Source: an optimization exercise on an open RTL-to-GDS flow (aim: small area and a short achievable clock period). Production flows keep margins and buffers that such runs may drop.
The RTL was checked by simulation tests, not by an equivalence proof against the original design.
Power is estimated from default activity; no workload was simulated.

==> flow/design.v <==
package synthRegPkg;
    typedef struct packed {
        logic [1:0] prefix;
        logic [5:0] paramCode;
        logic [4:0] voice;
        logic [2:0] opIndex;
    } voiceOpReg_t;
    typedef struct packed {
        logic [1:0]  prefix;
        logic [13:0] tableAddr;
    } tableReg_t;
    typedef union packed {
        voiceOpReg_t voiceOp;
        tableReg_t   tableEntry;
    } regNumber_u;
    localparam logic [1:0] PREFIX_VOICE_OP = 2'b11;
    localparam logic [1:0] PREFIX_TABLE    = 2'b10;
    localparam logic [5:0] PARAM_PHASE_STEP = 6'h00;
    localparam logic [5:0] PARAM_CARRIER    = 6'h01;
    localparam logic [5:0] PARAM_LEVEL      = 6'h02;
    localparam logic [5:0] PARAM_NOTE_ON    = 6'h10;
    localparam logic [5:0] PARAM_LED        = 6'h12;
endpackage
package synthVoicePkg;
    typedef logic [3-1:0] slot_t;
    typedef logic [15:0] phase_t;
    typedef logic signed [15:0] sample_t;
endpackage
`timescale 1ns/1ns
module spiSlave (
    input  logic                       i_Clock,
    input  logic                       i_rst,
    input  logic                       i_SpiNss,
    input  logic                       i_SpiSck,
    input  logic                       i_SpiMosi,
    input  logic                       i_SampleReady,
    input  synthVoicePkg::sample_t     i_Sample,
    output logic                       o_SpiMiso,
    output logic                       o_WriteStrobe,
    output synthRegPkg::regNumber_u    o_RegNumber,
    output logic [15:0]                o_RegValue
);
    localparam int COUNT_BITS = $clog2(32) + 1;
    logic [2:0] r_NssSync;
    logic [2:0] r_SckSync;
    logic [1:0] r_MosiSync;
    logic [32-1:0] r_RxShift;
    logic [COUNT_BITS-1:0]      r_BitCount;
    logic [15:0]                r_TxShift;
    synthVoicePkg::sample_t     r_LatestSample;
    logic w_NssFall;
    logic w_NssRise;
    logic w_SckRise;
    logic w_SckFall;
    logic w_Active;
    assign w_NssFall = r_NssSync[2] & ~r_NssSync[1];
    assign w_NssRise = ~r_NssSync[2] & r_NssSync[1];
    assign w_SckRise = ~r_SckSync[2] & r_SckSync[1];
    assign w_SckFall = r_SckSync[2] & ~r_SckSync[1];
    assign w_Active  = ~r_NssSync[1];
    assign o_SpiMiso = r_TxShift[15];
    always_ff @(posedge i_Clock) begin
        if (i_rst) begin
            r_NssSync      <= '1;
            r_SckSync      <= '0;
            r_BitCount     <= '0;
            r_TxShift      <= '0;
            r_LatestSample <= '0;
            o_WriteStrobe  <= 1'b0;
        end else begin
            o_WriteStrobe <= w_NssRise && r_BitCount == COUNT_BITS'(32);
            r_NssSync <= {r_NssSync[1:0], i_SpiNss};
            r_SckSync <= {r_SckSync[1:0], i_SpiSck};
            if (i_SampleReady) begin
                r_LatestSample <= i_Sample;
            end
            if (w_NssFall) begin
                r_BitCount   <= '0;
                r_TxShift    <= r_LatestSample;
            end else if (w_Active) begin
                if (w_SckRise && r_BitCount != '1) begin
                    r_BitCount <= r_BitCount + 1'b1;
                end
                if (w_SckFall) begin
                    r_TxShift <= {r_TxShift[14:0], 1'b0};
                end
            end
        end
    end
    always_ff @(posedge i_Clock) begin
        r_MosiSync <= {r_MosiSync[0], i_SpiMosi};
        if (w_Active && w_SckRise) begin
            r_RxShift <= {r_RxShift[32-2:0], r_MosiSync[1]};
        end
    end
    assign o_RegNumber = r_RxShift[32-1 -: 16];
    assign o_RegValue  = r_RxShift[15:0];
endmodule
`timescale 1ns/1ns
module synth (
    input  logic i_Clock,
    input  logic i_rst,
    input  logic i_SpiNss,
    input  logic i_SpiSck,
    input  logic i_SpiMosi,
    output logic o_SpiMiso,
    output logic o_Led
);
    logic                    w_Strobe;
    synthRegPkg::regNumber_u w_RegNumber;
    logic [15:0]             w_RegValue;
    logic                    r_SampleReady;
    logic signed [15:0]      w_Sample;
    spiSlave spi0 (
        .i_Clock       (i_Clock),
        .i_rst         (i_rst),
        .i_SpiNss      (i_SpiNss),
        .i_SpiSck      (i_SpiSck),
        .i_SpiMosi     (i_SpiMosi),
        .i_SampleReady (r_SampleReady),
        .i_Sample      (w_Sample),
        .o_SpiMiso     (o_SpiMiso),
        .o_WriteStrobe (w_Strobe),
        .o_RegNumber   (w_RegNumber),
        .o_RegValue    (w_RegValue)
    );
    logic       w_IsVoice;
    logic       w_IsTable;
    logic [5:0] w_Param;
    logic [2:0] w_WSlot;
    logic       w_WeStep;
    logic       w_WeNote;
    logic       w_WeCarrier;
    logic       w_WeLevel;
    logic       w_WeTable;
    assign w_IsVoice   = w_RegNumber[15:14] == 2'b11;
    assign w_IsTable   = w_RegNumber[15:14] == 2'b10;
    assign w_Param     = w_RegNumber[13:8];
    assign w_WSlot     = {w_RegNumber[0] ^ w_RegNumber[5], w_RegNumber[4:3]};
    assign w_WeStep    = w_Strobe & w_IsVoice & (w_Param == 6'h00) & ~i_rst;
    assign w_WeCarrier = w_Strobe & w_IsVoice & (w_Param == 6'h01);
    assign w_WeLevel   = w_Strobe & w_IsVoice & (w_Param == 6'h02);
    assign w_WeNote    = w_Strobe & w_IsVoice & (w_Param == 6'h10);
    assign w_WeTable   = w_Strobe & w_IsTable & ~i_rst;
    always_ff @(posedge i_Clock) begin
        if (i_rst) begin
            o_Led <= 1'b0;
        end else if (w_Strobe && w_IsVoice && w_Param == 6'h12) begin
            o_Led <= |w_RegValue[7:4];
        end
    end
    logic [2:0] r_Head;
    always_ff @(posedge i_Clock) begin
        if (i_rst) r_Head <= '0;
        else       r_Head <= r_Head + 3'd1;
    end
    logic [2:0] r_NoteK;
    logic [2:0] r_MixK;
    always_ff @(posedge i_Clock) begin
        r_NoteK <= w_WSlot - r_Head - 3'd3;
        r_MixK  <= w_WSlot - r_Head - 3'd1;
    end
    logic [7:0] r_Rot;
    always_ff @(posedge i_Clock) begin
        r_Rot <= r_Rot + 8'd1;
    end
    logic [15:0] r_Step [8];
    logic [15:0] r_Q    [8];
    logic        r_Note [8];
    logic [15:0] r_OpA;
    logic [15:0] r_OpB;
    logic [2:0]  w_StepPlace;
    logic [15:0] w_StepData;
    logic [15:0] w_StepNext;
    logic        w_Note0Next;
    logic [15:0] w_QNew;
    logic        r_PendStep;
    logic [7:0]  r_PendPlace;
    logic [15:0] r_PendData;
    assign w_StepData  = w_RegValue + 16'h0800;
    assign w_QNew      = r_OpA + r_OpB;
    always_ff @(posedge i_Clock) begin
        for (int k = 1; k < 8; k++) begin
            r_Step[k] <= r_Step[k-1];
        end
        if (r_PendStep && r_PendPlace[2:0] == 3'd7) begin
            r_Step[0] <= r_PendData;
        end else begin
            r_Step[0] <= r_Step[7];
        end
    end
    assign w_StepPlace = r_Head + 3'd2 + r_Rot[2:0];
    assign w_StepNext  = (w_WeStep && r_NoteK == 3'd0) ? w_StepData :
                         (r_PendStep && r_PendPlace[2:0] == w_StepPlace) ? r_PendData :
                         r_Step[w_StepPlace];
    assign w_Note0Next = ~i_rst & ((w_WeNote && r_NoteK == 3'd0) ? w_RegValue[0] : r_Note[1]);
    always_ff @(posedge i_Clock) begin
        r_OpA <= w_Note0Next ? r_Q[1] : {r_Rot + 8'd2, 8'h00};
        r_OpB <= w_Note0Next ? w_StepNext : 16'h0000;
    end
    always_ff @(posedge i_Clock) begin
        for (int k = 1; k < 7; k++) begin
            r_Q[k] <= r_Q[k+1];
        end
        r_Q[7] <= w_QNew;
    end
    always_ff @(posedge i_Clock) begin
        for (int k = 0; k < 8; k++) begin
            if (i_rst) begin
                r_Note[k] <= 1'b0;
            end else if (w_WeNote && r_NoteK == 3'(k)) begin
                r_Note[k] <= w_RegValue[0];
            end else begin
                r_Note[k] <= r_Note[(k + 1) % 8];
            end
        end
    end
    logic [31:0] r_Lo;
    logic [7:0]  r_Hi;
    logic        r_NoteOn;
    always_ff @(posedge i_Clock) begin
        for (int i = 0; i < 32; i++) begin
            r_Lo[i] <= w_QNew[12:8] == 5'(i);
        end
        for (int i = 0; i < 8; i++) begin
            r_Hi[i] <= w_QNew[15:13] == 3'(i);
        end
        if (i_rst) r_NoteOn <= 1'b0;
        else       r_NoteOn <= r_Note[0];
    end
    logic [255:0][15:0] r_Table;
    logic               r_Pend;
    always_ff @(posedge i_Clock) begin
        for (int i = 0; i < 256; i++) begin
            if (i % 64 == 0 && r_Pend && r_PendPlace == 8'((i + 255) % 256)) begin
                r_Table[i] <= r_PendData;
            end else begin
                r_Table[i] <= r_Table[(i + 255) % 256];
            end
        end
    end
    always_ff @(posedge i_Clock) begin
        if (w_WeTable) begin
            r_Pend      <= 1'b1;
            r_PendStep  <= 1'b0;
            r_PendPlace <= w_RegNumber[7:0] + r_Rot + 8'd1;
            r_PendData  <= w_RegValue;
        end else if (w_WeStep) begin
            r_Pend      <= 1'b0;
            r_PendStep  <= 1'b1;
            r_PendPlace <= {5'd0, w_WSlot} + r_Rot + 8'd1;
            r_PendData  <= w_StepData;
        end else begin
            if (r_PendPlace[5:0] == 6'h3f) begin
                r_Pend <= 1'b0;
            end
            if (r_PendPlace[2:0] == 3'd7) begin
                r_PendStep <= 1'b0;
            end
            r_PendPlace <= r_PendPlace + 8'd1;
        end
    end
    logic [7:0][15:0]  w_Grp;
    logic [15:0]       w_Read;
    logic              w_Bypass;
    assign w_Grp[0] =
        (r_Table[0] & {16{r_Lo[0]}}) | (r_Table[1] & {16{r_Lo[1]}}) |
        (r_Table[2] & {16{r_Lo[2]}}) | (r_Table[3] & {16{r_Lo[3]}}) |
        (r_Table[4] & {16{r_Lo[4]}}) | (r_Table[5] & {16{r_Lo[5]}}) |
        (r_Table[6] & {16{r_Lo[6]}}) | (r_Table[7] & {16{r_Lo[7]}}) |
        (r_Table[8] & {16{r_Lo[8]}}) | (r_Table[9] & {16{r_Lo[9]}}) |
        (r_Table[10] & {16{r_Lo[10]}}) | (r_Table[11] & {16{r_Lo[11]}}) |
        (r_Table[12] & {16{r_Lo[12]}}) | (r_Table[13] & {16{r_Lo[13]}}) |
        (r_Table[14] & {16{r_Lo[14]}}) | (r_Table[15] & {16{r_Lo[15]}}) |
        (r_Table[16] & {16{r_Lo[16]}}) | (r_Table[17] & {16{r_Lo[17]}}) |
        (r_Table[18] & {16{r_Lo[18]}}) | (r_Table[19] & {16{r_Lo[19]}}) |
        (r_Table[20] & {16{r_Lo[20]}}) | (r_Table[21] & {16{r_Lo[21]}}) |
        (r_Table[22] & {16{r_Lo[22]}}) | (r_Table[23] & {16{r_Lo[23]}}) |
        (r_Table[24] & {16{r_Lo[24]}}) | (r_Table[25] & {16{r_Lo[25]}}) |
        (r_Table[26] & {16{r_Lo[26]}}) | (r_Table[27] & {16{r_Lo[27]}}) |
        (r_Table[28] & {16{r_Lo[28]}}) | (r_Table[29] & {16{r_Lo[29]}}) |
        (r_Table[30] & {16{r_Lo[30]}}) | (r_Table[31] & {16{r_Lo[31]}});
    assign w_Grp[1] =
        (r_Table[32] & {16{r_Lo[0]}}) | (r_Table[33] & {16{r_Lo[1]}}) |
        (r_Table[34] & {16{r_Lo[2]}}) | (r_Table[35] & {16{r_Lo[3]}}) |
        (r_Table[36] & {16{r_Lo[4]}}) | (r_Table[37] & {16{r_Lo[5]}}) |
        (r_Table[38] & {16{r_Lo[6]}}) | (r_Table[39] & {16{r_Lo[7]}}) |
        (r_Table[40] & {16{r_Lo[8]}}) | (r_Table[41] & {16{r_Lo[9]}}) |
        (r_Table[42] & {16{r_Lo[10]}}) | (r_Table[43] & {16{r_Lo[11]}}) |
        (r_Table[44] & {16{r_Lo[12]}}) | (r_Table[45] & {16{r_Lo[13]}}) |
        (r_Table[46] & {16{r_Lo[14]}}) | (r_Table[47] & {16{r_Lo[15]}}) |
        (r_Table[48] & {16{r_Lo[16]}}) | (r_Table[49] & {16{r_Lo[17]}}) |
        (r_Table[50] & {16{r_Lo[18]}}) | (r_Table[51] & {16{r_Lo[19]}}) |
        (r_Table[52] & {16{r_Lo[20]}}) | (r_Table[53] & {16{r_Lo[21]}}) |
        (r_Table[54] & {16{r_Lo[22]}}) | (r_Table[55] & {16{r_Lo[23]}}) |
        (r_Table[56] & {16{r_Lo[24]}}) | (r_Table[57] & {16{r_Lo[25]}}) |
        (r_Table[58] & {16{r_Lo[26]}}) | (r_Table[59] & {16{r_Lo[27]}}) |
        (r_Table[60] & {16{r_Lo[28]}}) | (r_Table[61] & {16{r_Lo[29]}}) |
        (r_Table[62] & {16{r_Lo[30]}}) | (r_Table[63] & {16{r_Lo[31]}});
    assign w_Grp[2] =
        (r_Table[64] & {16{r_Lo[0]}}) | (r_Table[65] & {16{r_Lo[1]}}) |
        (r_Table[66] & {16{r_Lo[2]}}) | (r_Table[67] & {16{r_Lo[3]}}) |
        (r_Table[68] & {16{r_Lo[4]}}) | (r_Table[69] & {16{r_Lo[5]}}) |
        (r_Table[70] & {16{r_Lo[6]}}) | (r_Table[71] & {16{r_Lo[7]}}) |
        (r_Table[72] & {16{r_Lo[8]}}) | (r_Table[73] & {16{r_Lo[9]}}) |
        (r_Table[74] & {16{r_Lo[10]}}) | (r_Table[75] & {16{r_Lo[11]}}) |
        (r_Table[76] & {16{r_Lo[12]}}) | (r_Table[77] & {16{r_Lo[13]}}) |
        (r_Table[78] & {16{r_Lo[14]}}) | (r_Table[79] & {16{r_Lo[15]}}) |
        (r_Table[80] & {16{r_Lo[16]}}) | (r_Table[81] & {16{r_Lo[17]}}) |
        (r_Table[82] & {16{r_Lo[18]}}) | (r_Table[83] & {16{r_Lo[19]}}) |
        (r_Table[84] & {16{r_Lo[20]}}) | (r_Table[85] & {16{r_Lo[21]}}) |
        (r_Table[86] & {16{r_Lo[22]}}) | (r_Table[87] & {16{r_Lo[23]}}) |
        (r_Table[88] & {16{r_Lo[24]}}) | (r_Table[89] & {16{r_Lo[25]}}) |
        (r_Table[90] & {16{r_Lo[26]}}) | (r_Table[91] & {16{r_Lo[27]}}) |
        (r_Table[92] & {16{r_Lo[28]}}) | (r_Table[93] & {16{r_Lo[29]}}) |
        (r_Table[94] & {16{r_Lo[30]}}) | (r_Table[95] & {16{r_Lo[31]}});
    assign w_Grp[3] =
        (r_Table[96] & {16{r_Lo[0]}}) | (r_Table[97] & {16{r_Lo[1]}}) |
        (r_Table[98] & {16{r_Lo[2]}}) | (r_Table[99] & {16{r_Lo[3]}}) |
        (r_Table[100] & {16{r_Lo[4]}}) | (r_Table[101] & {16{r_Lo[5]}}) |
        (r_Table[102] & {16{r_Lo[6]}}) | (r_Table[103] & {16{r_Lo[7]}}) |
        (r_Table[104] & {16{r_Lo[8]}}) | (r_Table[105] & {16{r_Lo[9]}}) |
        (r_Table[106] & {16{r_Lo[10]}}) | (r_Table[107] & {16{r_Lo[11]}}) |
        (r_Table[108] & {16{r_Lo[12]}}) | (r_Table[109] & {16{r_Lo[13]}}) |
        (r_Table[110] & {16{r_Lo[14]}}) | (r_Table[111] & {16{r_Lo[15]}}) |
        (r_Table[112] & {16{r_Lo[16]}}) | (r_Table[113] & {16{r_Lo[17]}}) |
        (r_Table[114] & {16{r_Lo[18]}}) | (r_Table[115] & {16{r_Lo[19]}}) |
        (r_Table[116] & {16{r_Lo[20]}}) | (r_Table[117] & {16{r_Lo[21]}}) |
        (r_Table[118] & {16{r_Lo[22]}}) | (r_Table[119] & {16{r_Lo[23]}}) |
        (r_Table[120] & {16{r_Lo[24]}}) | (r_Table[121] & {16{r_Lo[25]}}) |
        (r_Table[122] & {16{r_Lo[26]}}) | (r_Table[123] & {16{r_Lo[27]}}) |
        (r_Table[124] & {16{r_Lo[28]}}) | (r_Table[125] & {16{r_Lo[29]}}) |
        (r_Table[126] & {16{r_Lo[30]}}) | (r_Table[127] & {16{r_Lo[31]}});
    assign w_Grp[4] =
        (r_Table[128] & {16{r_Lo[0]}}) | (r_Table[129] & {16{r_Lo[1]}}) |
        (r_Table[130] & {16{r_Lo[2]}}) | (r_Table[131] & {16{r_Lo[3]}}) |
        (r_Table[132] & {16{r_Lo[4]}}) | (r_Table[133] & {16{r_Lo[5]}}) |
        (r_Table[134] & {16{r_Lo[6]}}) | (r_Table[135] & {16{r_Lo[7]}}) |
        (r_Table[136] & {16{r_Lo[8]}}) | (r_Table[137] & {16{r_Lo[9]}}) |
        (r_Table[138] & {16{r_Lo[10]}}) | (r_Table[139] & {16{r_Lo[11]}}) |
        (r_Table[140] & {16{r_Lo[12]}}) | (r_Table[141] & {16{r_Lo[13]}}) |
        (r_Table[142] & {16{r_Lo[14]}}) | (r_Table[143] & {16{r_Lo[15]}}) |
        (r_Table[144] & {16{r_Lo[16]}}) | (r_Table[145] & {16{r_Lo[17]}}) |
        (r_Table[146] & {16{r_Lo[18]}}) | (r_Table[147] & {16{r_Lo[19]}}) |
        (r_Table[148] & {16{r_Lo[20]}}) | (r_Table[149] & {16{r_Lo[21]}}) |
        (r_Table[150] & {16{r_Lo[22]}}) | (r_Table[151] & {16{r_Lo[23]}}) |
        (r_Table[152] & {16{r_Lo[24]}}) | (r_Table[153] & {16{r_Lo[25]}}) |
        (r_Table[154] & {16{r_Lo[26]}}) | (r_Table[155] & {16{r_Lo[27]}}) |
        (r_Table[156] & {16{r_Lo[28]}}) | (r_Table[157] & {16{r_Lo[29]}}) |
        (r_Table[158] & {16{r_Lo[30]}}) | (r_Table[159] & {16{r_Lo[31]}});
    assign w_Grp[5] =
        (r_Table[160] & {16{r_Lo[0]}}) | (r_Table[161] & {16{r_Lo[1]}}) |
        (r_Table[162] & {16{r_Lo[2]}}) | (r_Table[163] & {16{r_Lo[3]}}) |
        (r_Table[164] & {16{r_Lo[4]}}) | (r_Table[165] & {16{r_Lo[5]}}) |
        (r_Table[166] & {16{r_Lo[6]}}) | (r_Table[167] & {16{r_Lo[7]}}) |
        (r_Table[168] & {16{r_Lo[8]}}) | (r_Table[169] & {16{r_Lo[9]}}) |
        (r_Table[170] & {16{r_Lo[10]}}) | (r_Table[171] & {16{r_Lo[11]}}) |
        (r_Table[172] & {16{r_Lo[12]}}) | (r_Table[173] & {16{r_Lo[13]}}) |
        (r_Table[174] & {16{r_Lo[14]}}) | (r_Table[175] & {16{r_Lo[15]}}) |
        (r_Table[176] & {16{r_Lo[16]}}) | (r_Table[177] & {16{r_Lo[17]}}) |
        (r_Table[178] & {16{r_Lo[18]}}) | (r_Table[179] & {16{r_Lo[19]}}) |
        (r_Table[180] & {16{r_Lo[20]}}) | (r_Table[181] & {16{r_Lo[21]}}) |
        (r_Table[182] & {16{r_Lo[22]}}) | (r_Table[183] & {16{r_Lo[23]}}) |
        (r_Table[184] & {16{r_Lo[24]}}) | (r_Table[185] & {16{r_Lo[25]}}) |
        (r_Table[186] & {16{r_Lo[26]}}) | (r_Table[187] & {16{r_Lo[27]}}) |
        (r_Table[188] & {16{r_Lo[28]}}) | (r_Table[189] & {16{r_Lo[29]}}) |
        (r_Table[190] & {16{r_Lo[30]}}) | (r_Table[191] & {16{r_Lo[31]}});
    assign w_Grp[6] =
        (r_Table[192] & {16{r_Lo[0]}}) | (r_Table[193] & {16{r_Lo[1]}}) |
        (r_Table[194] & {16{r_Lo[2]}}) | (r_Table[195] & {16{r_Lo[3]}}) |
        (r_Table[196] & {16{r_Lo[4]}}) | (r_Table[197] & {16{r_Lo[5]}}) |
        (r_Table[198] & {16{r_Lo[6]}}) | (r_Table[199] & {16{r_Lo[7]}}) |
        (r_Table[200] & {16{r_Lo[8]}}) | (r_Table[201] & {16{r_Lo[9]}}) |
        (r_Table[202] & {16{r_Lo[10]}}) | (r_Table[203] & {16{r_Lo[11]}}) |
        (r_Table[204] & {16{r_Lo[12]}}) | (r_Table[205] & {16{r_Lo[13]}}) |
        (r_Table[206] & {16{r_Lo[14]}}) | (r_Table[207] & {16{r_Lo[15]}}) |
        (r_Table[208] & {16{r_Lo[16]}}) | (r_Table[209] & {16{r_Lo[17]}}) |
        (r_Table[210] & {16{r_Lo[18]}}) | (r_Table[211] & {16{r_Lo[19]}}) |
        (r_Table[212] & {16{r_Lo[20]}}) | (r_Table[213] & {16{r_Lo[21]}}) |
        (r_Table[214] & {16{r_Lo[22]}}) | (r_Table[215] & {16{r_Lo[23]}}) |
        (r_Table[216] & {16{r_Lo[24]}}) | (r_Table[217] & {16{r_Lo[25]}}) |
        (r_Table[218] & {16{r_Lo[26]}}) | (r_Table[219] & {16{r_Lo[27]}}) |
        (r_Table[220] & {16{r_Lo[28]}}) | (r_Table[221] & {16{r_Lo[29]}}) |
        (r_Table[222] & {16{r_Lo[30]}}) | (r_Table[223] & {16{r_Lo[31]}});
    assign w_Grp[7] =
        (r_Table[224] & {16{r_Lo[0]}}) | (r_Table[225] & {16{r_Lo[1]}}) |
        (r_Table[226] & {16{r_Lo[2]}}) | (r_Table[227] & {16{r_Lo[3]}}) |
        (r_Table[228] & {16{r_Lo[4]}}) | (r_Table[229] & {16{r_Lo[5]}}) |
        (r_Table[230] & {16{r_Lo[6]}}) | (r_Table[231] & {16{r_Lo[7]}}) |
        (r_Table[232] & {16{r_Lo[8]}}) | (r_Table[233] & {16{r_Lo[9]}}) |
        (r_Table[234] & {16{r_Lo[10]}}) | (r_Table[235] & {16{r_Lo[11]}}) |
        (r_Table[236] & {16{r_Lo[12]}}) | (r_Table[237] & {16{r_Lo[13]}}) |
        (r_Table[238] & {16{r_Lo[14]}}) | (r_Table[239] & {16{r_Lo[15]}}) |
        (r_Table[240] & {16{r_Lo[16]}}) | (r_Table[241] & {16{r_Lo[17]}}) |
        (r_Table[242] & {16{r_Lo[18]}}) | (r_Table[243] & {16{r_Lo[19]}}) |
        (r_Table[244] & {16{r_Lo[20]}}) | (r_Table[245] & {16{r_Lo[21]}}) |
        (r_Table[246] & {16{r_Lo[22]}}) | (r_Table[247] & {16{r_Lo[23]}}) |
        (r_Table[248] & {16{r_Lo[24]}}) | (r_Table[249] & {16{r_Lo[25]}}) |
        (r_Table[250] & {16{r_Lo[26]}}) | (r_Table[251] & {16{r_Lo[27]}}) |
        (r_Table[252] & {16{r_Lo[28]}}) | (r_Table[253] & {16{r_Lo[29]}}) |
        (r_Table[254] & {16{r_Lo[30]}}) | (r_Table[255] & {16{r_Lo[31]}});
    assign w_Read =
        (w_Grp[0] & {16{r_Hi[0]}}) |
        (w_Grp[1] & {16{r_Hi[1]}}) |
        (w_Grp[2] & {16{r_Hi[2]}}) |
        (w_Grp[3] & {16{r_Hi[3]}}) |
        (w_Grp[4] & {16{r_Hi[4]}}) |
        (w_Grp[5] & {16{r_Hi[5]}}) |
        (w_Grp[6] & {16{r_Hi[6]}}) |
        (w_Grp[7] & {16{r_Hi[7]}});
    assign w_Bypass = r_Pend & r_Lo[r_PendPlace[4:0]] & r_Hi[r_PendPlace[7:5]];
    logic signed [15:0] r_Wave;
    always_ff @(posedge i_Clock) begin
        if (!r_NoteOn) begin
            r_Wave <= '0;
        end else if (w_Bypass) begin
            r_Wave <= r_PendData;
        end else begin
            r_Wave <= w_Read;
        end
    end
    logic [7:0] r_Level   [8];
    logic       r_Carrier [8];
    always_ff @(posedge i_Clock) begin
        for (int k = 0; k < 8; k++) begin
            if (i_rst) begin
                r_Level[k]   <= '0;
                r_Carrier[k] <= 1'b0;
            end else begin
                if (w_WeLevel && r_MixK == 3'(k)) begin
                    r_Level[k] <= w_RegValue[7:0];
                end else begin
                    r_Level[k] <= r_Level[(k + 1) % 8];
                end
                if (w_WeCarrier && r_MixK == 3'(k)) begin
                    r_Carrier[k] <= w_RegValue[0];
                end else begin
                    r_Carrier[k] <= r_Carrier[(k + 1) % 8];
                end
            end
        end
    end
    logic [7:0] r_LevelEff;
    logic [7:0] w_Level0Next;
    logic       w_Carrier0Next;
    assign w_Level0Next   = (w_WeLevel && r_MixK == 3'd0) ? w_RegValue[7:0] : r_Level[1];
    assign w_Carrier0Next = (w_WeCarrier && r_MixK == 3'd0) ? w_RegValue[0] : r_Carrier[1];
    always_ff @(posedge i_Clock) begin
        if (i_rst) begin
            r_LevelEff <= '0;
        end else begin
            r_LevelEff <= w_Carrier0Next ? w_Level0Next : 8'h00;
        end
    end
    function automatic logic [55:0] csa(input logic [27:0] a, input logic [27:0] b,
                                        input logic [27:0] c);
        logic [27:0] s;
        logic [27:0] m;
        s = a ^ b ^ c;
        m = (a & b) | (a & c) | (b & c);
        csa = {s, m[26:0], 1'b0};
    endfunction
    logic [7:0][27:0] w_Row;
    logic [27:0]      w_S1a, w_C1a, w_S1b, w_C1b;
    logic [27:0]      w_S2a, w_C2a, w_S2b, w_C2b;
    logic [27:0]      w_S3, w_C3;
    logic [27:0]      w_S4, w_C4;
    for (genvar i = 0; i < 8; i++) begin : g_row
        assign w_Row[i] = r_LevelEff[i] ? (28'($signed(r_Wave)) << i) : 28'd0;
    end
    assign {w_S1a, w_C1a} = csa(w_Row[0], w_Row[1], w_Row[2]);
    assign {w_S1b, w_C1b} = csa(w_Row[3], w_Row[4], w_Row[5]);
    assign {w_S2a, w_C2a} = csa(w_S1a, w_C1a, w_S1b);
    assign {w_S2b, w_C2b} = csa(w_C1b, w_Row[6], w_Row[7]);
    assign {w_S3, w_C3}   = csa(w_S2a, w_C2a, w_S2b);
    assign {w_S4, w_C4}   = csa(w_S3, w_C3, w_C2b);
    logic [27:0] r_ProdS;
    logic [27:0] r_ProdC;
    always_ff @(posedge i_Clock) begin
        r_ProdS <= w_S4;
        r_ProdC <= w_C4;
    end
    function automatic logic [39:0] csa20(input logic [19:0] a, input logic [19:0] b,
                                          input logic [19:0] c);
        logic [19:0] s;
        logic [19:0] m;
        s = a ^ b ^ c;
        m = (a & b) | (a & c) | (b & c);
        csa20 = {s, m[18:0], 1'b0};
    endfunction
    logic        r_RstLast;
    logic [19:0] r_AccS;
    logic [19:0] r_AccC;
    logic [19:0] w_AccS;
    logic [19:0] w_AccC;
    logic [8:0]  w_Low;
    logic [19:0] w_S5, w_C5, w_S6, w_C6;
    logic        w_Last;
    assign w_AccS         = r_SampleReady ? 20'd0 : r_AccS;
    assign w_AccC         = r_SampleReady ? 20'd0 : r_AccC;
    assign w_Low          = {1'b0, r_ProdS[7:0]} + {1'b0, r_ProdC[7:0]};
    assign {w_S5, w_C5}   = csa20(w_AccS, w_AccC, r_ProdS[27:8]);
    assign {w_S6, w_C6}   = csa20(w_S5, {w_C5[19:1], w_Low[8]}, r_ProdC[27:8]);
    assign w_Last         = r_Head == 3'd1;
    always_ff @(posedge i_Clock) begin
        r_RstLast <= i_rst;
        if (i_rst) begin
            r_SampleReady <= 1'b0;
        end else begin
            r_SampleReady <= w_Last;
        end
        if (i_rst || r_RstLast) begin
            r_AccS <= '0;
            r_AccC <= '0;
        end else begin
            r_AccS <= w_S6;
            r_AccC <= w_C6;
        end
    end
    logic signed [19:0] w_Final;
    assign w_Final  = r_AccS + r_AccC;
    assign w_Sample = (w_Final > 20'sd32767)  ? 16'sh7FFF :
                      (w_Final < -20'sd32768) ? 16'sh8000 : w_Final[15:0];
endmodule
==> flow/flow/run.sh <==
#!/bin/bash
set -euo pipefail
cd "$(dirname "$0")/.."
bash standard.sh SETUP_SLACK_MARGIN=6.2 \
  "BUFFER_PORTS_ARGS=-buffer_cell sky130_fd_sc_hd__buf_4" finish > flow_make.log 2>&1
==> flow/standard.sh <==
#!/bin/bash
# synth_recipe.tcl (not shown) runs the flow's synth.tcl, then flattens the netlist and writes it again
# the make line also repeats each setting of config.mk as NAME=value (left out here)
make -C /OpenROAD-flow-scripts/flow DESIGN_CONFIG=/design/flow/config.mk WORK_HOME=/design/flow/orfs CLKGATE_MAP_FILE= SYNTH_SCRIPT=/design/flow/synth_recipe.tcl "${@:-finish}"
==> flow/config.mk <==
export PLATFORM = sky130hd
export DESIGN_NAME = synth
export DESIGN_NICKNAME = synth
export VERILOG_FILES = /design/flow/design.v
export SDC_FILE = /design/flow/constraint.sdc
export NUM_CORES = 4
export LEC_CHECK = 0
export CAP_MARGIN = 20
export CORE_MARGIN = 2
export CORE_UTILIZATION = 60
export CTS_CLUSTER_DIAMETER = 80
export CTS_CLUSTER_SIZE = 28
export SETUP_SLACK_MARGIN = 5
export SLEW_MARGIN = 20
==> flow/constraint.sdc <==
create_clock -name core_clock -period 9.5 [get_ports {i_Clock}]
set_input_delay 1.9000 -clock core_clock [delete_from_list [all_inputs] [get_ports {i_Clock}]]
set_output_delay 1.9000 -clock core_clock [all_outputs]
set_load 0.01 [all_outputs]
==> results of run 1 <==
cell type report:
type / count / area, um^2
timing repair buffer: 136 / 1370
sequential: 4715 / 95000
clock inverter: 18 / 210
timing repair inverter: 1 / 5.00
multi-input combinational: 4204 / 33100
fill: 16425 / 77800
clock buffer: 206 / 4950
tap: 2854 / 3570
inverter: 187 / 711
antenna: 9 / 22.5
flip-flops by register name (all words and copies together), names as in the netlist, 19 cells and up:
name,cells
r_ProdS,19
r_AccC,19
spi0.r_RxShift,32
r_Level,64
r_ProdC,20
r_Lo,32
r_Q,112
r_AccS,20
r_Step,128
r_Table,4096
routing by layer:
layer / vias to the layer above / part of all wire, %
met5: - / 0.015
met4: 8 / 2.7
met3: 651 / 8.1
met2: 3796 / 45
met1: 40880 / 44
li1: 34766 / -
kinds of logic after synthesis:
group / Yosys count / synth area share [%]
DFF: 4715 / 72.7
and+or+nand+nor: 1265 / 5.15
buffers and inverters: 762 / 2.24
adders and majority gates: 209 / 2.83
xor gates and xnor gates: 86 / 0.583
muxes: 218 / 1.94
AOI/OAI and AO/OA: 2426 / 14.5
synthesized netlist by cell type (6+ instances only):
cell type                  number  area (um^2)
sky130_fd_sc_hd__nand3b_1       6         45.0
sky130_fd_sc_hd__o21a_1         8         60.1
sky130_fd_sc_hd__nor3_1        45          225
sky130_fd_sc_hd__o21ai_1       15         75.1
sky130_fd_sc_hd__dfxtp_1     4667        93400
sky130_fd_sc_hd__xor2_1        31          272
sky130_fd_sc_hd__o41ai_1      129         1130
sky130_fd_sc_hd__a221oi_1     260         2280
sky130_fd_sc_hd__mux2i_1      107         1070
sky130_fd_sc_hd__xnor2_1       54          473
sky130_fd_sc_hd__nand2_1      127          477
sky130_fd_sc_hd__buf_2         16         80.1
sky130_fd_sc_hd__nand3_1      284         1420
sky130_fd_sc_hd__a31oi_1       12         75.1
sky130_fd_sc_hd__clkbuf_1     433         1630
sky130_fd_sc_hd__nor2_2         6         37.5
sky130_fd_sc_hd__a22oi_1     1545        11600
sky130_fd_sc_hd__or2_2          6         37.5
sky130_fd_sc_hd__mux4_2        19          428
sky130_fd_sc_hd__a211oi_1      30          225
sky130_fd_sc_hd__nand4_1      296         1850
sky130_fd_sc_hd__ha_1          66          826
sky130_fd_sc_hd__nor4_1        14         87.6
sky130_fd_sc_hd__nor2b_1        8         50.1
sky130_fd_sc_hd__and2_1       133          832
sky130_fd_sc_hd__mux2_2        92         1040
sky130_fd_sc_hd__fa_1         143         2860
sky130_fd_sc_hd__inv_1        184          691
sky130_fd_sc_hd__edfxtp_1      48         1440
sky130_fd_sc_hd__buf_1        117          439
sky130_fd_sc_hd__o211ai_1       7         52.6
sky130_fd_sc_hd__a22o_1       257         2250
sky130_fd_sc_hd__a311oi_1       9         78.8
sky130_fd_sc_hd__a21oi_1       46          230
sky130_fd_sc_hd__nor4b_1        8         70.1
sky130_fd_sc_hd__a21o_1        15          113
sky130_fd_sc_hd__o21ai_0       30          150
sky130_fd_sc_hd__and3_1        10         62.6
sky130_fd_sc_hd__nor3b_1        8         60.1
sky130_fd_sc_hd__nand2b_1      52          325
sky130_fd_sc_hd__a211oi_2      23          288
sky130_fd_sc_hd__a221o_1       11          110
sky130_fd_sc_hd__nor2_1       236          886
power by group through the flow:
stage	clock (mW)	combinational [mW]	sequential [mW]
CTS	9.71	0.111	19.8
detailed placement	0	0.110	20.3
global placement	0	0.109	20.3
floorplan	0	0.0880	20.3
global route	10.4	0.124	19.8
finish	9.64	0.112	19.8
repair_timing:
| action | CTS | global route |
|---|---|---|
| gates resized for setup | 50 | 47 |
| setup buffers | 0 | 2 |
| cloned | 0 | 2 |
| endpoints found under the setup margin | 92 | 76 |
| pin swaps | 0 | 1 |
critical path: cells and delay by family, from the launching register on:
family | cells | cell delay (ns)
simple gates | 3 | 0.65
flops | 1 | 0.50
compound gates | 4 | 1.09
buf+inv | 2 | 0.75
stage by stage:
step,util (%),area (um^2)
3_5_place_dp,61.5,133000
3_3_place_gp,61.5,133000
2_1_floorplan,-,131000
4_1_cts,64.0,139000
6_report,64.1,139000
5_1_grt,64.1,139000
how the worst min path moves through the flow:
stage                          to  slack (ns)                from
2_1_floorplan   r_Q[1][0]$_DFF_P_        0.31   r_Q[2][0]$_DFF_P_
3_3_place_gp    r_Q[1][4]$_DFF_P_        0.31   r_Q[2][4]$_DFF_P_
3_5_place_dp    r_Q[1][1]$_DFF_P_        0.31   r_Q[2][1]$_DFF_P_
4_1_cts        r_Q[3][12]$_DFF_P_        0.32  r_Q[4][12]$_DFF_P_
5_1_grt         r_Q[3][3]$_DFF_P_        0.33   r_Q[4][3]$_DFF_P_
6_report        r_Q[1][4]$_DFF_P_        0.32   r_Q[2][4]$_DFF_P_
==> out/summary.json, run 1 <==
{
  "cp_cell_sequence": {"value": "buf_12 > buf_8 > a22o_1 > a221oi_1 > nand3_1 > o41ai_1 > nand4_1 > nor2_1 > a211oi_2"},
  "post_cts_hold_buffer_count": {"value": 0},
  "crit_path_max_fanout": {"value": 78},
  "fin_cells": {"value": 12330},
  "layout.cells.most_common_list": {"value": "sky130_fd_sc_hd__dfxtp_1 (4,620), sky130_fd_sc_hd__a22oi_1 (1,545), sky130_fd_sc_hd__nand4_1 (296)"},
  "max-vdd-ir-drop": {"value": 0.205, "unit": "mV"},
  "cts_root_buf": {"value": "sky130_fd_sc_hd__clkbuf_16"},
  "mappedNetlistNets": {"value": 9895},
  "start_util": {"value": 60.2, "unit": "%"},
  "final.setup.tns": {"value": 0, "unit": "ns"},
  "worstReg2RegEnd": {"value": "r_Wave[10]$_SDFF_PN0_"},
  "share_comb_of_total_power": {"value": 0.4, "unit": "%"},
  "switching_power": {"value": 5.94, "unit": "mW"},
  "post_route_cells_drive_above_1_share": {"value": 6.57, "unit": "%"},
  "detail_route.drc_violations": {"value": 0},
  "synth-main-ff-cell": {"value": "sky130_fd_sc_hd__dfxtp_1"},
  "worstRegToRegCells": {"value": 9},
  "gpl.final_weighted_congestion": {"value": 0.855},
  "fmaxAchievable": {"value": 300, "unit": "MHz"},
  "setup_ws": {"value": 6.16, "unit": "ns"},
  "average_size_of_a_mapped_cell": {"value": 13.5, "unit": "um^2"},
  "cap_violations": {"value": 0},
  "synthToLayoutAreaGrowth": {"value": 6.48, "unit": "%"},
  "cts.path.max_buffers": {"value": 3},
  "pin_count": {"value": 7},
  "worstSkewPairLatency": {"value": 0.88, "unit": "ns"},
  "grt_first_pass_wirelength": {"value": 548000, "unit": "um"},
  "grtUsageMet3": {"value": 5.20, "unit": "%"},
  "grt_max_degree": {"value": 84},
  "sink_count_of_the_clock_tree": {"value": 4715},
  "number_of_buffers_added_by_the_clock_tree_synthesis_step": {"value": 189},
  "critPathLaunch": {"value": "r_Lo[16]$_DFF_P_"},
  "floorplan.die.width": {"value": 470, "unit": "um"},
  "crit_path_max_incr_delay": {"value": 0.51, "unit": "ns"},
  "timing.final.hold_violations": {"value": 0},
  "antenna_found_initial": {"value": 12},
  "floorplan.die.height": {"value": 470, "unit": "um"},
  "design.die.area": {"value": 221000, "unit": "um^2"},
  "holdPathStages": {"value": 0},
  "dp_hpwl": {"value": 211000, "unit": "um"},
  "timing.final.crit_period": {"value": 3.34, "unit": "ns"},
  "relSlewSlack": {"value": 20.1, "unit": "%"},
  "drt-vias-per-instance": {"value": 6.50},
  "yosysSeqAreaShare": {"value": 72.7, "unit": "%"},
  "power.total": {"value": 29.6, "unit": "mW"},
  "endpoint_kind": {"value": "register"},
  "post_synth_instance_area": {"value": 130000, "unit": "um^2"},
  "timing.final.max_slew_violations": {"value": 0},
  "clkPwrFrac": {"value": 32.6, "unit": "%"},
  "outcome": {"value": "finished clean"},
  "rsz_0062_raised_after_global_routing": {"value": "yes"},
  "global_route.peak_usage_layer": {"value": "met2"},
  "number_of_placed_instances_with_taps_included": {"value": 12093},
  "place_ws": {"value": 5.46, "unit": "ns"},
  "via_count": {"value": 80101},
  "avgRoutedWirePerCell": {"value": 30.8, "unit": "um"},
  "grt_util_met1": {"value": 48.7, "unit": "%"},
  "overflow_left_after_global_routing": {"value": 0},
  "h-tree-depth": {"value": 4},
  "critical_path.slowest_cell": {"value": "sky130_fd_sc_hd__o41ai_1"},
  "holdWs": {"value": 0.321, "unit": "ns"},
  "final.setup_skew": {"value": 0.0309, "unit": "ns"},
  "cp.required": {"value": 10.26, "unit": "ns"},
  "worst_hold_path_type": {"value": "register to register"},
  "worstMarginPinSlew": {"value": 1.19, "unit": "ns"},
  "async_reset_ff_share": {"value": 0, "unit": "%"},
  "drt_pass1_iterations": {"value": 6},
  "nets": {"value": 9648},
  "timing.setup.critical_path_class": {"value": "register to register"},
  "cts_tree": {"value": "done"},
  "r2r_setup_slack": {"value": 6.16, "unit": "ns"},
  "use_met2": {"value": 52.0, "unit": "%"},
  "place.port_buffers": {"value": 6},
  "cts.reportedPaths.clkPinSlew": {"value": 0.11, "unit": "ns"},
  "setup-violations-final": {"value": 0},
  "placeableCoreArea": {"value": 217000, "unit": "um^2"},
  "final_common_cell": {"value": "sky130_fd_sc_hd__dfxtp_1"},
  "netlist_instances": {"value": 9681},
  "r2r_start": {"value": "r_Lo[16]$_DFF_P_"},
  "ant_nets": {"value": 0},
  "first_iter_violations": {"value": 8943},
  "power_report.internal_total": {"value": 23.6, "unit": "mW"},
  "grt_util_all_layers": {"value": 33.4, "unit": "%"},
  "total_leakage_power": {"value": 52.2, "unit": "nW"},
  "crit_path_start_kind": {"value": "register"},
  "yosys.cell_types.count": {"value": 82},
  "grt_pass1_vias": {"value": 79609},
  "timing.critical_path.to": {"value": "r_Wave[10]$_SDFF_PN0_"},
  "count_of_flip_flops_with_a_built_in_enable_after_synthesis": {"value": 48},
  "sequentialPowerShare": {"value": 67.0, "unit": "%"},
  "synthesis.yosys.warnings": {"value": 7},
  "pwrdens": {"value": 213, "unit": "nW/um^2"},
  "std_cell_rows": {"value": 171},
  "switching_share": {"value": 20.1, "unit": "%"},
  "synth-seq-cells": {"value": 4715},
  "cp.arrival": {"value": 4.10, "unit": "ns"},
  "drt-total-wl": {"value": 380000, "unit": "um"},
  "post-route-period-util": {"value": 35.1, "unit": "%"}
}
==> run 2, diff against run 1 <==
--- a/flow/config.mk
+++ b/flow/config.mk
@@ -9,3 +9,3 @@
 export CORE_MARGIN = 2
-export CORE_UTILIZATION = 60
+export CORE_UTILIZATION = 40
 export CTS_CLUSTER_DIAMETER = 80
==> out/summary.json, run 2 <==
{
  "floorplan.die.height": {"value": 575, "unit": "um", "change": "+22%"},
  "final_common_cell": {"value": "sky130_fd_sc_hd__dfxtp_1"},
  "drt_pass1_iterations": {"value": 8, "change": "+2"},
  "fmaxAchievable": {"value": 300, "unit": "MHz", "change": "+0.14%"},
  "number_of_buffers_added_by_the_clock_tree_synthesis_step": {"value": 198, "change": "+4.8%"},
  "design.die.area": {"value": 331000, "unit": "um^2", "change": "+50%"},
  "crit_path_max_incr_delay": {"value": 0.94, "unit": "ns", "change": "+0.43 ns"},
  "total_leakage_power": {"value": 52.2, "unit": "nW", "change": "about the same"},
  "worstSkewPairLatency": {"value": 0.94, "unit": "ns", "change": "+0.06 ns"},
  "postLayoutCoreUtil": {"value": 43.4, "unit": "%", "change": "-21 points"},
  "synthToLayoutAreaGrowth": {"value": 7.97, "unit": "%"},
  "relSlewSlack": {"value": 29.9, "unit": "%", "change": "+9.7 points"},
  "post_route_cells_drive_above_1_share": {"value": 6.53, "unit": "%", "change": "-0.043 points"},
  "std_cell_rows": {"value": 209, "change": "+22%"},
  "yosysSeqAreaShare": {"value": 72.7, "unit": "%", "change": "unchanged"},
  "cp.required": {"value": 10.32, "unit": "ns", "change": "+0.06 ns"},
  "final.fill_count": {"value": 29264, "change": "+78%"},
  "grt_max_degree": {"value": 82, "change": "-2.4%"},
  "average_size_of_a_mapped_cell": {"value": 13.5, "unit": "um^2", "change": "unchanged"},
  "gpl.final_weighted_congestion": {"value": 0.834, "change": "-2.4%"},
  "outcome": {"value": "finished clean"},
  "layout.cells.most_common_list": {"value": "sky130_fd_sc_hd__dfxtp_1 (4,617), sky130_fd_sc_hd__a22oi_1 (1,545), sky130_fd_sc_hd__nand4_1 (296)"},
  "final.setup.tns": {"value": 0, "unit": "ns", "change": "unchanged"},
  "count_of_flip_flops_with_a_built_in_enable_after_synthesis": {"value": 48, "change": "unchanged"},
  "cap_violations": {"value": 0, "change": "unchanged"},
  "async_reset_ff_share": {"value": 0, "unit": "%", "change": "unchanged"},
  "critical_path_buf_inv_count": {"value": 2, "change": "unchanged"},
  "mappedNetlistNets": {"value": 9895, "change": "unchanged"},
  "rsz_0062_raised_after_global_routing": {"value": "yes"},
  "placeableCoreArea": {"value": 324000, "unit": "um^2", "change": "+50%"},
  "pin_count": {"value": 7, "change": "unchanged"},
  "synthDominantAreaCellType": {"value": "sky130_fd_sc_hd__dfxtp_1"},
  "grt_util_all_layers": {"value": 22.5, "unit": "%", "change": "-11 points"},
  "cts_tree": {"value": "done"},
  "grt_pass1_vias": {"value": 81291, "change": "+2.1%"},
  "yosys.cell_types.count": {"value": 82, "change": "unchanged"},
  "endpoint_kind": {"value": "register"},
  "via_count": {"value": 79912, "change": "-0.24%"},
  "pwrdens": {"value": 211, "unit": "nW/um^2", "change": "-0.84%"},
  "cts.reportedPaths.clkPinSlew": {"value": 0.10, "unit": "ns", "change": "about the same"},
  "worstMarginPinSlew": {"value": 1.05, "unit": "ns", "change": "-0.139 ns"},
  "power.total": {"value": 29.7, "unit": "mW", "change": "+0.56%"},
  "cell_with_the_most_instances_after_synthesis": {"value": "sky130_fd_sc_hd__dfxtp_1"},
  "worst_hold_path_type": {"value": "register to register"},
  "yosys-top-cells-count": {"value": "sky130_fd_sc_hd__dfxtp_1 (4,667), sky130_fd_sc_hd__a22oi_1 (1,545), sky130_fd_sc_hd__clkbuf_1 (433)"},
  "h-tree-depth": {"value": 4, "change": "unchanged"},
  "timing.final.max_slew_violations": {"value": 0, "change": "unchanged"},
  "top_flop_regs": {"value": "r_Table x4096, r_Step x128, r_Q x112"},
  "largest_reg_flops": {"value": 4096, "change": "unchanged"},
  "timing.setup.critical_path_class": {"value": "register to register"},
  "post_synth_instance_area": {"value": 130000, "unit": "um^2", "change": "unchanged"},
  "avgRoutedWirePerCell": {"value": 28.1, "unit": "um", "change": "-8.9%"},
  "worstRegToRegCells": {"value": 8, "change": "-1"},
  "final.setup_skew": {"value": 0.0651, "unit": "ns", "change": "+0.0342 ns"},
  "cts.path.max_buffers": {"value": 4, "change": "+1"},
  "holdPathStages": {"value": 0, "change": "unchanged"},
  "drt-vias-per-instance": {"value": 5.79, "change": "-11%"},
  "fin_cells": {"value": 13811, "change": "+12%"},
  "worstSetupPathDepth": {"value": 8, "change": "-1"},
  "dp_hpwl": {"value": 211000, "unit": "um", "change": "+0.11%"},
  "ant_nets": {"value": 0, "change": "unchanged"},
  "crit_path_max_fanout": {"value": 34, "change": "-56%"},
  "place.port_buffers": {"value": 6, "change": "unchanged"},
  "start_util": {"value": 40.2, "unit": "%", "change": "-20 points"},
  "synth_area_leaders": {"value": "sky130_fd_sc_hd__dfxtp_1 (72%), sky130_fd_sc_hd__a22oi_1 (8.9%), sky130_fd_sc_hd__fa_1 (2.2%)"},
  "cp.arrival": {"value": 4.15, "unit": "ns", "change": "+0.05 ns"},
  "cp_cell_sequence": {"value": "buf_4 > buf_4 > a22oi_1 > nand4_1 > o41ai_4 > nand4_1 > nor2_1 > a211oi_2"},
  "setup-violations-final": {"value": 0, "change": "unchanged"},
  "cts_root_buf": {"value": "sky130_fd_sc_hd__clkbuf_16"},
  "timing.final.crit_period": {"value": 3.33, "unit": "ns", "change": "-0.00470 ns"},
  "number_of_placed_instances_with_taps_included": {"value": 13566, "change": "+12%"},
  "largest-register": {"value": "r_Table"},
  "sink_count_of_the_clock_tree": {"value": 4715, "change": "unchanged"},
  "holdWs": {"value": 0.311, "unit": "ns", "change": "-0.00980 ns"},
  "nets": {"value": 9664, "change": "+0.17%"},
  "antenna_found_initial": {"value": 15, "change": "+3"},
  "first_iter_violations": {"value": 9134, "change": "+2.1%"},
  "timing.final.hold_violations": {"value": 0, "change": "unchanged"},
  "synthesis.yosys.warnings": {"value": 7, "change": "unchanged"},
  "netlist_instances": {"value": 9681, "change": "unchanged"},
  "post-route-period-util": {"value": 35.1, "unit": "%", "change": "-0.049 points"},
  "detail_route.drc_violations": {"value": 0, "change": "unchanged"},
  "crit_path_start_kind": {"value": "register"},
  "overflow_left_after_global_routing": {"value": 0, "change": "unchanged"},
  "floorplan.die.width": {"value": 575, "unit": "um", "change": "+22%"},
  "timing.critical_path.max_delay_family": {"value": "buffers and inverters"},
  "synth_top_area_share": {"value": 71.6, "unit": "%", "change": "unchanged"},
  "drt-total-wl": {"value": 388000, "unit": "um", "change": "+2.0%"},
  "critical_path.slowest_cell": {"value": "sky130_fd_sc_hd__dfxtp_4"},
  "max-vdd-ir-drop": {"value": 0.145, "unit": "mV", "change": "-29%"},
  "synth-seq-cells": {"value": 4715, "change": "unchanged"},
  "synth-main-ff-cell": {"value": "sky130_fd_sc_hd__dfxtp_1"},
  "grt_first_pass_wirelength": {"value": 558000, "unit": "um", "change": "+1.9%"}
}
## run 2: cell types whose count changed in the layout (fill, tap and decap cells not counted), moves of 4 or more
cell,change
sky130_fd_sc_hd__o41ai_2,-10
sky130_fd_sc_hd__clkbuf_1,+4
sky130_fd_sc_hd__nor2_1,+5
sky130_fd_sc_hd__o41ai_1,+10
sky130_fd_sc_hd__nor2_2,-4
sky130_fd_sc_hd__buf_12,+8
sky130_fd_sc_hd__buf_6,-7
sky130_fd_sc_hd__dfxtp_2,+5
sky130_fd_sc_hd__diode_2,-6
sky130_fd_sc_hd__buf_4,+8
## run 2: worst register-to-register path, cell delays in order (launching register included)
cell and delay, ns:
sky130_fd_sc_hd__dfxtp_4 0.94, sky130_fd_sc_hd__buf_4 0.63, sky130_fd_sc_hd__buf_4 0.70, sky130_fd_sc_hd__a22oi_1 0.22, sky130_fd_sc_hd__nand4_1 0.18, sky130_fd_sc_hd__o41ai_4 0.12
sky130_fd_sc_hd__nand4_1 0.14, sky130_fd_sc_hd__nor2_1 0.11, sky130_fd_sc_hd__a211oi_2 0.23
## run 2: power by group
group / internal (mW) / total, mW / switching, mW
Sequential: 19.8 / 19.8 / 0.0156
Combinational: 0.0399 / 0.112 / 0.0718
Clock: 3.88 / 9.81 / 5.92
## run 2: final timing paths
kind	from	to	slack, ns
max reg2reg	r_Lo[21]$_DFF_P_	r_Wave[3]$_SDFF_PN0_	6.17
min reg2reg	r_Q[6][7]$_DFF_P_	r_Q[5][7]$_DFF_P_	0.31
max	r_Lo[21]$_DFF_P_	r_Wave[3]$_SDFF_PN0_	6.17
min	r_Q[6][7]$_DFF_P_	r_Q[5][7]$_DFF_P_	0.31
## run 2: metrics by stage
stage,worst slack [ns],cell area (um^2)
2_1_floorplan,6.22,131000
3_3_place_gp,5.08,135000
3_5_place_dp,5.07,135000
4_1_cts,6.16,141000
5_1_grt,6.16,141000
6_report,6.17,141000
## run 2: layout make-up
cell class / count / area (um^2) / area share (%)
Tap cell: 4325 / 5410 / 3.84
Clock buffer: 214 / 5060 / 3.59
Sequential cell: 4715 / 95000 / 67.4
Clock inverter: 19 / 243 / 0.172
Antenna cell: 3 / 7.51 / 0.00533
Timing Repair inverter: 1 / 5.00 / 0.00355
Multi-Input combinational cell: 4206 / 33000 / 23.4
Inverter: 187 / 711 / 0.504
Timing Repair Buffer: 141 / 1420 / 1.01
## run 2: kinds of logic (layout without fill, tap and decap cells)
| kind of cell | Yosys count | after routing | share of synthesized area, % |
|---|---|---|---|
| flip-flops | 4715 | 4715 | 72.7 |
| buffers and inverters | 762 | 562 | 2.24 |
| other | 0 | 3 | 0 |
| adder cells (fa/ha/maj) | 209 | 209 | 2.83 |
| AO/OA/AOI/OAI | 2426 | 2426 | 14.5 |
| AND/OR/NAND/NOR | 1265 | 1267 | 5.15 |
| XOR/XNOR | 86 | 86 | 0.583 |
| multiplexers | 218 | 218 | 1.94 |
## run 2: metal layers
| metal | GRT usage (%) | share of wire [%] | vias to the layer above |
|---|---|---|---|
| met1 | 30.9 | 43 | 40585 |
| met2 | 35.8 | 45 | 3788 |
| met4 | 8.16 | 3.9 | 10 |
| met5 | 0 | 0.018 | - |
| li1 | - | - | 34744 |
| met3 | 3.80 | 8.3 | 785 |
## run 2: what timing repair did
item / in CTS / in global routing
pin swaps: 1 / 0
cloned: 2 / 1
buffers inserted: 2 / 4
hold buffers: 0 / 0
endpoints found under the hold margin: 0 / 0
setup endpoints to repair: 87 / 87
resized for setup: 32 / 35
==> run 3, diff against run 2 <==
--- a/flow/design.v
+++ b/flow/design.v
@@ -177,2 +177,4 @@
     logic        r_PendStep;
+    logic        r_PendLevel;
+    logic        r_PendCarrier;
     logic [7:0]  r_PendPlace;
@@ -243,4 +245,2 @@
         if (w_WeTable) begin
-            r_Pend      <= 1'b1;
-            r_PendStep  <= 1'b0;
             r_PendPlace <= w_RegNumber[7:0] + r_Rot + 8'd1;
@@ -248,13 +248,8 @@
         end else if (w_WeStep) begin
-            r_Pend      <= 1'b0;
-            r_PendStep  <= 1'b1;
             r_PendPlace <= {5'd0, w_WSlot} + r_Rot + 8'd1;
             r_PendData  <= w_StepData;
+        end else if ((w_WeLevel || w_WeCarrier) && !i_rst) begin
+            r_PendPlace <= {5'd0, 3'd0 - r_MixK};
+            r_PendData  <= w_RegValue;
         end else begin
-            if (r_PendPlace[5:0] == 6'h3f) begin
-                r_Pend <= 1'b0;
-            end
-            if (r_PendPlace[2:0] == 3'd7) begin
-                r_PendStep <= 1'b0;
-            end
             r_PendPlace <= r_PendPlace + 8'd1;
@@ -262,2 +257,23 @@
     end
+    always_ff @(posedge i_Clock) begin
+        if (w_WeTable) begin
+            r_Pend <= 1'b1;
+        end else if (w_WeStep || w_WeLevel || w_WeCarrier || r_PendPlace[5:0] == 6'h3f) begin
+            r_Pend <= 1'b0;
+        end
+        if (w_WeStep) begin
+            r_PendStep <= 1'b1;
+        end else if (w_WeTable || w_WeLevel || w_WeCarrier || r_PendPlace[2:0] == 3'd7) begin
+            r_PendStep <= 1'b0;
+        end
+        if (i_rst) begin
+            r_PendLevel   <= 1'b0;
+            r_PendCarrier <= 1'b0;
+        end else begin
+            r_PendLevel   <= w_WeLevel ||
+                             (r_PendLevel && !w_WeTable && !w_WeStep && !w_WeCarrier && r_PendPlace[2:0] != 3'd0);
+            r_PendCarrier <= w_WeCarrier ||
+                             (r_PendCarrier && !w_WeTable && !w_WeStep && !w_WeLevel && r_PendPlace[2:0] != 3'd0);
+        end
+    end
     logic [7:0][15:0]  w_Grp;
@@ -413,5 +429,3 @@
     always_ff @(posedge i_Clock) begin
-        if (!r_NoteOn) begin
-            r_Wave <= '0;
-        end else if (w_Bypass) begin
+        if (w_Bypass) begin
             r_Wave <= r_PendData;
@@ -424,3 +438,3 @@
     always_ff @(posedge i_Clock) begin
-        for (int k = 0; k < 8; k++) begin
+        for (int k = 0; k < 7; k++) begin
             if (i_rst) begin
@@ -429,14 +443,13 @@
             end else begin
-                if (w_WeLevel && r_MixK == 3'(k)) begin
-                    r_Level[k] <= w_RegValue[7:0];
-                end else begin
-                    r_Level[k] <= r_Level[(k + 1) % 8];
-                end
-                if (w_WeCarrier && r_MixK == 3'(k)) begin
-                    r_Carrier[k] <= w_RegValue[0];
-                end else begin
-                    r_Carrier[k] <= r_Carrier[(k + 1) % 8];
-                end
+                r_Level[k]   <= r_Level[k+1];
+                r_Carrier[k] <= r_Carrier[k+1];
             end
         end
+        if (i_rst) begin
+            r_Level[7]   <= '0;
+            r_Carrier[7] <= 1'b0;
+        end else begin
+            r_Level[7]   <= (r_PendLevel && r_PendPlace[2:0] == 3'd0) ? r_PendData[7:0] : r_Level[0];
+            r_Carrier[7] <= (r_PendCarrier && r_PendPlace[2:0] == 3'd0) ? r_PendData[0] : r_Carrier[0];
+        end
     end
@@ -445,4 +458,6 @@
     logic       w_Carrier0Next;
-    assign w_Level0Next   = (w_WeLevel && r_MixK == 3'd0) ? w_RegValue[7:0] : r_Level[1];
-    assign w_Carrier0Next = (w_WeCarrier && r_MixK == 3'd0) ? w_RegValue[0] : r_Carrier[1];
+    assign w_Level0Next   = (w_WeLevel && r_MixK == 3'd0) ? w_RegValue[7:0] :
+                            (r_PendLevel && r_PendPlace[2:0] == 3'd7) ? r_PendData[7:0] : r_Level[1];
+    assign w_Carrier0Next = (w_WeCarrier && r_MixK == 3'd0) ? w_RegValue[0] :
+                            (r_PendCarrier && r_PendPlace[2:0] == 3'd7) ? r_PendData[0] : r_Carrier[1];
     always_ff @(posedge i_Clock) begin
@@ -451,3 +466,3 @@
         end else begin
-            r_LevelEff <= w_Carrier0Next ? w_Level0Next : 8'h00;
+            r_LevelEff <= (w_Carrier0Next && r_NoteOn) ? w_Level0Next : 8'h00;
         end
--- a/flow/config.mk
+++ b/flow/config.mk
@@ -11,3 +11,3 @@
 export CTS_CLUSTER_DIAMETER = 80
-export CTS_CLUSTER_SIZE = 28
+export CTS_CLUSTER_SIZE = 32
 export SETUP_SLACK_MARGIN = 5
==> out/summary.json, run 3 <==
{
  "outcome": {"value": "finished clean"},
  "gpl.final_weighted_congestion": {"value": 0.824, "change": "-1.2%"},
  "post-route-period-util": {"value": 34.6, "unit": "%", "change": "-0.49 points"},
  "yosys.cell_types.count": {"value": 77, "change": "-6.1%"},
  "timing.final.hold_violations": {"value": 0, "change": "unchanged"},
  "share_comb_of_total_power": {"value": 0.7, "unit": "%", "change": "+0.3 points"},
  "netlist_instances": {"value": 9739, "change": "+0.60%"},
  "cts_tree": {"value": "done"},
  "place.port_buffers": {"value": 6, "change": "unchanged"},
  "std_cell_rows": {"value": 209, "change": "unchanged"},
  "async_reset_ff_share": {"value": 0, "unit": "%", "change": "unchanged"},
  "number_of_buffers_added_by_the_clock_tree_synthesis_step": {"value": 182, "change": "-8.1%"},
  "final.setup.tns": {"value": 0, "unit": "ns", "change": "unchanged"},
  "yosys-top-cells-count": {"value": "sky130_fd_sc_hd__dfxtp_1 (4,669), sky130_fd_sc_hd__a22oi_1 (1,538), sky130_fd_sc_hd__clkbuf_1 (449)"},
  "worstSkewPairLatency": {"value": 0.94, "unit": "ns", "change": "about the same"},
  "largest_reg_flops": {"value": 4096, "change": "unchanged"},
  "grt_max_degree": {"value": 79, "change": "-3.7%"},
  "timing.final.crit_period": {"value": 3.29, "unit": "ns", "change": "-0.0465 ns"},
  "yosysSeqAreaShare": {"value": 73.0, "unit": "%", "change": "+0.28 points"},
  "count_of_flip_flops_with_a_built_in_enable_after_synthesis": {"value": 48, "change": "unchanged"},
  "final.setup_skew": {"value": 0.0749, "unit": "ns", "change": "+0.00979 ns"},
  "rsz_0062_raised_after_global_routing": {"value": "yes"},
  "power.total": {"value": 29.9, "unit": "mW", "change": "+0.77%"},
  "cap_violations": {"value": 0, "change": "unchanged"},
  "avgRoutedWirePerCell": {"value": 28.2, "unit": "um", "change": "+0.37%"},
  "h-tree-depth": {"value": 4, "change": "unchanged"},
  "dp_hpwl": {"value": 213000, "unit": "um", "change": "+1.1%"},
  "place_ws": {"value": 5.39, "unit": "ns", "change": "+0.319 ns"},
  "fin_cells": {"value": 13884, "change": "+0.53%"},
  "cp.arrival": {"value": 1.39, "unit": "ns", "change": "-2.76 ns"},
  "antenna_found_initial": {"value": 20, "change": "+5"},
  "pwrdens": {"value": 213, "unit": "nW/um^2", "change": "+1.1%"},
  "timing.critical_path.max_delay_family": {"value": "flip-flops"},
  "detail_route.drc_violations": {"value": 0, "change": "unchanged"},
  "layout.cells.most_common_list": {"value": "sky130_fd_sc_hd__dfxtp_1 (4,619), sky130_fd_sc_hd__a22oi_1 (1,538), sky130_fd_sc_hd__nand3_1 (310)"},
  "placeableCoreArea": {"value": 324000, "unit": "um^2", "change": "-0.16%"},
  "post_cts_hold_buffer_count": {"value": 0, "change": "unchanged"},
  "synth_top_area_share": {"value": 71.9, "unit": "%", "change": "+0.28 points"},
  "cts.reportedPaths.clkPinSlew": {"value": 0.11, "unit": "ns", "change": "about the same"},
  "cp.required": {"value": 7.60, "unit": "ns", "change": "-2.72 ns"},
  "grt_first_pass_wirelength": {"value": 561000, "unit": "um", "change": "+0.56%"},
  "drt-vias-per-instance": {"value": 5.82, "change": "+0.60%"},
  "timing.setup.critical_path_class": {"value": "register to primary output"},
  "timing.final.max_slew_violations": {"value": 0, "change": "unchanged"},
  "pin_count": {"value": 7, "change": "unchanged"},
  "overflow_left_after_global_routing": {"value": 0, "change": "unchanged"},
  "ant_nets": {"value": 0, "change": "unchanged"},
  "critical_path.slowest_cell": {"value": "sky130_fd_sc_hd__dfxtp_4"},
  "power_report.internal_total": {"value": 23.7, "unit": "mW", "change": "about the same"},
  "largest-register": {"value": "r_Table"},
  "via_count": {"value": 80813, "change": "+1.1%"},
  "first_iter_violations": {"value": 9254, "change": "+1.3%"},
  "post_route_cells_drive_above_1_share": {"value": 5.75, "unit": "%", "change": "-0.78 points"},
  "synth-seq-cells": {"value": 4717, "change": "+0.042%"},
  "post_synth_instance_area": {"value": 130000, "unit": "um^2", "change": "-0.35%"},
  "synthToLayoutAreaGrowth": {"value": 8.04, "unit": "%", "change": "about the same"},
  "drt_pass1_iterations": {"value": 8, "change": "unchanged"},
  "synthDominantAreaCellType": {"value": "sky130_fd_sc_hd__dfxtp_1"},
  "switching_power": {"value": 6.22, "unit": "mW", "change": "+3.5%"},
  "total_leakage_power": {"value": 52.0, "unit": "nW", "change": "-0.36%"},
  "max-vdd-ir-drop": {"value": 0.189, "unit": "mV", "change": "+31%"},
  "crit_path_max_fanout": {"value": 2, "change": "-94%"},
  "grt_util_all_layers": {"value": 22.7, "unit": "%", "change": "+0.17 points"},
  "floorplan.die.width": {"value": 574, "unit": "um", "change": "-0.17%"},
  "sequentialPowerShare": {"value": 66.9, "unit": "%", "change": "+0.3 points"},
  "relSlewSlack": {"value": 24.1, "unit": "%", "change": "-5.8 points"},
  "holdWs": {"value": 0.298, "unit": "ns", "change": "-0.0132 ns"},
  "crit_path_start_kind": {"value": "register"},
  "setup-violations-final": {"value": 0, "change": "unchanged"},
  "design.die.area": {"value": 330000, "unit": "um^2", "change": "-0.34%"},
  "number_of_placed_instances_with_taps_included": {"value": 13633, "change": "+0.49%"},
  "crit_path_max_incr_delay": {"value": 0.37, "unit": "ns", "change": "-0.57 ns"},
  "final_design_area_no_fill": {"value": 140000, "unit": "um^2", "change": "-0.29%"},
  "grt_pass1_vias": {"value": 81057, "change": "-0.29%"},
  "postLayoutCoreUtil": {"value": 43.4, "unit": "%", "change": "-0.055 points"},
  "synth_area_leaders": {"value": "sky130_fd_sc_hd__dfxtp_1 (72%), sky130_fd_sc_hd__a22oi_1 (8.9%), sky130_fd_sc_hd__fa_1 (2.2%)"},
  "worstMarginPinSlew": {"value": 1.14, "unit": "ns", "change": "+0.0895 ns"},
  "cts_root_buf": {"value": "sky130_fd_sc_hd__clkbuf_16"},
  "floorplan.die.height": {"value": 574, "unit": "um", "change": "-0.17%"},
  "synth-main-ff-cell": {"value": "sky130_fd_sc_hd__dfxtp_1"},
  "final_common_cell": {"value": "sky130_fd_sc_hd__dfxtp_1"},
  "top_flop_regs": {"value": "r_Table x4096, r_Step x128, r_Q x112"},
  "drt-total-wl": {"value": 391000, "unit": "um", "change": "+0.90%"},
  "cell_with_the_most_instances_after_synthesis": {"value": "sky130_fd_sc_hd__dfxtp_1"},
  "worst_hold_path_type": {"value": "register to register"},
  "setup_ws": {"value": 6.21, "unit": "ns", "change": "+0.0465 ns"},
  "endpoint_kind": {"value": "primary output"},
  "fmaxAchievable": {"value": 304, "unit": "MHz", "change": "+1.4%"},
  "critical_path_buf_inv_count": {"value": 1, "change": "-1"},
  "clkPwrFrac": {"value": 32.4, "unit": "%", "change": "-0.6 points"},
  "average_size_of_a_mapped_cell": {"value": 13.4, "unit": "um^2", "change": "-0.94%"},
  "nets": {"value": 9723, "change": "+0.61%"},
  "sink_count_of_the_clock_tree": {"value": 4717, "change": "+0.042%"},
  "mappedNetlistNets": {"value": 9956, "change": "+0.62%"},
  "start_util": {"value": 40.2, "unit": "%", "change": "-0.075 points"},
  "final.fill_count": {"value": 29449, "change": "+0.63%"},
  "cts.path.max_buffers": {"value": 4, "change": "unchanged"},
  "placedInstanceArea": {"value": 135000, "unit": "um^2", "change": "-0.33%"},
  "cp_cell_sequence": {"value": "buf_6"},
  "switching_share": {"value": 20.8, "unit": "%", "change": "+0.54 points"},
  "synthesis.yosys.warnings": {"value": 7, "change": "unchanged"}
}
run 3: cell types whose count changed after synthesis, sizes merged, moves of 23 or more:
cell    delta
a211oi    -23
a21oi     +46
inv       +26
mux2      -53
mux2i     -71
nand2     +76
nand3     +24
nor2      -85
nor2b     +69
o21ai     +67
run 3: repair_timing:
action / 4_1_cts / 5_1_grt
gates resized for setup: 38 / 29
setup buffers: 3 / 6
setup endpoints to repair: 54 / 100
cloned: 2 / 3
pin swaps: 2 / 3
run 3: path summary, 6_finish.rpt:
kind | startpoint | end | slack [ns] | cells past startpoint
hold / removal | r_Table[3513]$_DFF_P_ | r_Table[3529]$_DFF_P_ | 0.30 | 0
hold reg to reg | r_Table[3513]$_DFF_P_ | r_Table[3529]$_DFF_P_ | 0.30 | 0
setup reg to reg | r_Lo[22]$_DFF_P_ | r_Wave[13]$_DFF_P_ | 6.22 | 8
setup / recovery | o_Led$_SDFFE_PP0P_ | o_Led | 6.21 | 1
run 3: power groups by stage:
stage | registers [mW] | clock network, mW | logic [mW]
6_report | 20.0 | 9.70 | 0.215
5_1_grt | 20.0 | 10.5 | 0.237
4_1_cts | 20.0 | 9.78 | 0.208
3_5_place_dp | 20.5 | 0 | 0.206
3_3_place_gp | 20.5 | 0 | 0.208
2_1_floorplan | 20.4 | 0 | 0.183
run 3: kinds of logic after synthesis:
family / count (synthesis) / synth area share [%]
simple gates: 1330 / 5.42
flops: 4717 / 73.0
xor+xnor: 78 / 0.549
buf+inv: 782 / 2.30
mux: 94 / 0.944
compound gates: 2526 / 14.9
fa+ha+maj: 212 / 2.87
run 3: layer usage:
layer / up-vias / part of all wire (%) / track usage, %
li1: 34860 / - / -
met1: 41193 / 43 / 31.8
met2: 4036 / 45 / 35.6
met3: 716 / 8.5 / 3.86
met4: 8 / 3.5 / 7.47
met5: - / 0.013 / 0
run 3: area by class of cell:
cell class                 instances  area, um^2  share of cell area [%]
sequential                      4717       95100                    67.7
multi-input combinational       4242       32400                    23.1
tap                             4325        5410                    3.85
clock buffer                     199        4730                    3.37
timing repair buffer             151        1560                    1.11
inverter                         212         800                   0.569
clock inverter                    28         465                   0.331
antenna                           10        25.0                  0.0178

Check on run 3: ideal ports give 6.215 ns setup slack; a clkbuf_16 on the clock port and buf_2 on the inputs give 6.119 ns; moving port delays by the midpoint clock arrival (0.991 ns) as well gives 5.519 ns.
